From an optimization exercise on the open Yosys and OpenROAD flow, aimed at small area, a short achievable clock period and few clock cycles per item; shortcuts taken in it are not production practice.
The RTL was checked by simulation tests, not by an equivalence proof against the original design.

Design rotation_matrix_to_quaternion, start of the top module:
module rotation_matrix_to_quaternion (
    input  wire logic                         i_clk,
    input  wire logic                         i_rst_n,
    input  wire logic                         i_valid,
    output logic                              o_stall,
    input  wire logic signed [rmq_pkg::DW-1:0] i_m00,
    input  wire logic signed [rmq_pkg::DW-1:0] i_m01,
    input  wire logic signed [rmq_pkg::DW-1:0] i_m02,
    input  wire logic signed [rmq_pkg::DW-1:0] i_m10,
    input  wire logic signed [rmq_pkg::DW-1:0] i_m11,
    input  wire logic signed [rmq_pkg::DW-1:0] i_m12,
    input  wire logic signed [rmq_pkg::DW-1:0] i_m20,
    input  wire logic signed [rmq_pkg::DW-1:0] i_m21,
    input  wire logic signed [rmq_pkg::DW-1:0] i_m22,
    output logic                              o_valid,
    input  wire logic                         i_stall,
    output logic signed [rmq_pkg::DW-1:0]     o_quat_w,
    output logic signed [rmq_pkg::DW-1:0]     o_quat_x,
    output logic signed [rmq_pkg::DW-1:0]     o_quat_y,
    output logic signed [rmq_pkg::DW-1:0]     o_quat_z,
    output logic [1:0]                        o_branch_used,
    output logic                              o_div_fault
);
    localparam int NSQ = rmq_pkg::n_cuts(rmq_pkg::SQ_CUT);
    localparam int NDV = rmq_pkg::n_cuts(16'(rmq_pkg::DV_CUT));
    localparam int VD  = 3 + NSQ + NDV;
    logic ce;
    logic [VD-1:0] r_vld;
    assign ce      = !(r_vld[VD-1] && i_stall);
    assign o_stall = !ce;
    always_ff @(posedge i_clk) begin
        if (!i_rst_n) begin
            r_vld <= '0;
  ...
For scale: about 12000 cells after synthesis, about 1500 flip-flops, roughly 220 I/O pins, about 0.11 mm² of cells after synthesis.
==> flow/config.mk <==
export PLATFORM = sky130hd
export DESIGN_NAME = rotation_matrix_to_quaternion
export DESIGN_NICKNAME = rotation_matrix_to_quaternion
export VERILOG_FILES = /design/flow/design.v
export SDC_FILE = /design/flow/constraint.sdc
export NUM_CORES = 4
export LEC_CHECK = 0
export ABC_AREA = 1
export CAP_MARGIN = 20
export CORE_MARGIN = 2
export CORE_UTILIZATION = 40
export SETUP_SLACK_MARGIN = 3.0
export SLEW_MARGIN = 20
export TNS_END_PERCENT = 10
==> flow/constraint.sdc <==
create_clock -name core_clock -period 7.5 [get_ports {i_clk}]
set_input_delay 1.5000 -clock core_clock [delete_from_list [all_inputs] [get_ports {i_clk}]]
set_output_delay 1.5000 -clock core_clock [all_outputs]
set_load 0.01 [all_outputs]
run.sh (not shown) runs the stock make flow with config.mk's settings and CLKGATE_MAP_FILE= SYNTH_SCRIPT=/design/flow/synth_recipe.tcl, a recipe that flattens the netlist after the stock synthesis.
Testbench counts at the start, summed over its fixed seeds: cycles 4,136, items 4,000.
Change:
--- a/flow/design.v
+++ b/flow/design.v
@@ -257,19 +257,20 @@
     output logic signed [rmq_pkg::DW-1:0]     o_quat_y,
     output logic signed [rmq_pkg::DW-1:0]     o_quat_z,
     output logic [1:0]                        o_branch_used,
     output logic                              o_div_fault
 );
     localparam int NSQ = rmq_pkg::n_cuts(rmq_pkg::SQ_CUT);
     localparam int NDV = rmq_pkg::n_cuts(16'(rmq_pkg::DV_CUT));
-    localparam int VD  = 3 + NSQ + NDV;
+    localparam int VD  = 2 + NSQ + NDV;
     logic ce;
     logic [VD-1:0] r_vld;
-    assign ce      = !(r_vld[VD-1] && i_stall);
-    assign o_stall = !ce;
+    logic          r_ov, r_skv;
+    assign ce      = !r_skv;
+    assign o_stall = r_skv;
     always_ff @(posedge i_clk) begin
         if (!i_rst_n) begin
             r_vld <= '0;
         end else if (ce) begin
             r_vld <= {r_vld[VD-2:0], i_valid};
         end
     end
@@ -412,25 +413,46 @@
             n_y = '0;
             n_z = '0;
         end
     end
     logic signed [DW-1:0] r_w, r_x, r_y, r_z;
     logic [1:0]           r_br;
     logic                 r_fault;
+    logic [4*DW+2:0]      r_sk;
+    logic                 w_take, w_consume;
+    assign w_take    = ce && r_vld[VD-1];
+    assign w_consume = r_ov && !i_stall;
     always_ff @(posedge i_clk) begin
-        if (ce) begin
-            r_w     <= n_w;
-            r_x     <= n_x;
-            r_y     <= n_y;
-            r_z     <= n_z;
-            r_br    <= w_br_d;
-            r_fault <= w_fault;
+        if (!i_rst_n) begin
+            r_ov  <= 1'b0;
+            r_skv <= 1'b0;
+        end else if (r_skv) begin
+            if (w_consume) begin
+                r_ov  <= 1'b1;
+                r_skv <= 1'b0;
+            end
+        end else if (!r_ov || w_consume) begin
+            r_ov <= w_take;
+        end else if (w_take) begin
+            r_skv <= 1'b1;
+        end
+    end
+    always_ff @(posedge i_clk) begin
+        if (r_skv) begin
+            if (w_consume) {r_w, r_x, r_y, r_z, r_br, r_fault} <= r_sk;
+        end else if (!r_ov || w_consume) begin
+            {r_w, r_x, r_y, r_z, r_br, r_fault} <= {n_w, n_x, n_y, n_z, w_br_d, w_fault};
+        end
+    end
+    always_ff @(posedge i_clk) begin
+        if (!r_skv && r_ov && !w_consume) begin
+            r_sk <= {n_w, n_x, n_y, n_z, w_br_d, w_fault};
         end
     end
-    assign o_valid       = r_vld[VD-1];
+    assign o_valid       = r_ov;
     assign o_quat_w      = r_w;
     assign o_quat_x      = r_x;
     assign o_quat_y      = r_y;
     assign o_quat_z      = r_z;
     assign o_branch_used = r_br;
     assign o_div_fault   = r_fault;
 endmodule
The changed run went through all stages and came out clean.
Sequential share of layout area went up by 0.80 points.
Wire length increases by 5.8%.
Cell area increases by 2.2%.
Worst hold slack degrades by 0.028 ns.
Die area is higher by 2.9%.
Non-clock buffer count falls by 81.
Setup slack improves by 0.093 ns.
Global-route usage came out higher by 0.67 points.
Testbench counts after the change, summed over its fixed seeds: cycles 4,136, items 4,000.

==> port drivers added, routing unchanged <==
The flow's constraints put no driver on any port. The routed layouts listed below were extracted and timed again, unchanged, in two steps. Step 1 sets driving cells, clkbuf_16 on the clock port and buf_2 on the other inputs (assumed; they add their load-dependent delay and slew). Step 2, shift: input delay + t, output delay - t, t = (earliest + latest rising clock arrival at the registers) / 2. This alone moves slack from input paths to output paths. a / b / c = ideal ports / drivers / drivers and shift; a / b = the first two.
run	t, ns	setup WS [ns]	worst setup path after step 2	worst slew at a driven data input, ns
the first run	0.930	2.921 / 2.890 / 2.271	input to register	0.04
the second run	0.954	3.014 / 3.014 / 2.369	input to register	0.05
After both steps every run listed still meets setup and hold. For the first run, which loses most, drivers alone change the setup slack by -0.031 ns; drivers and shift together by -0.650 ns.
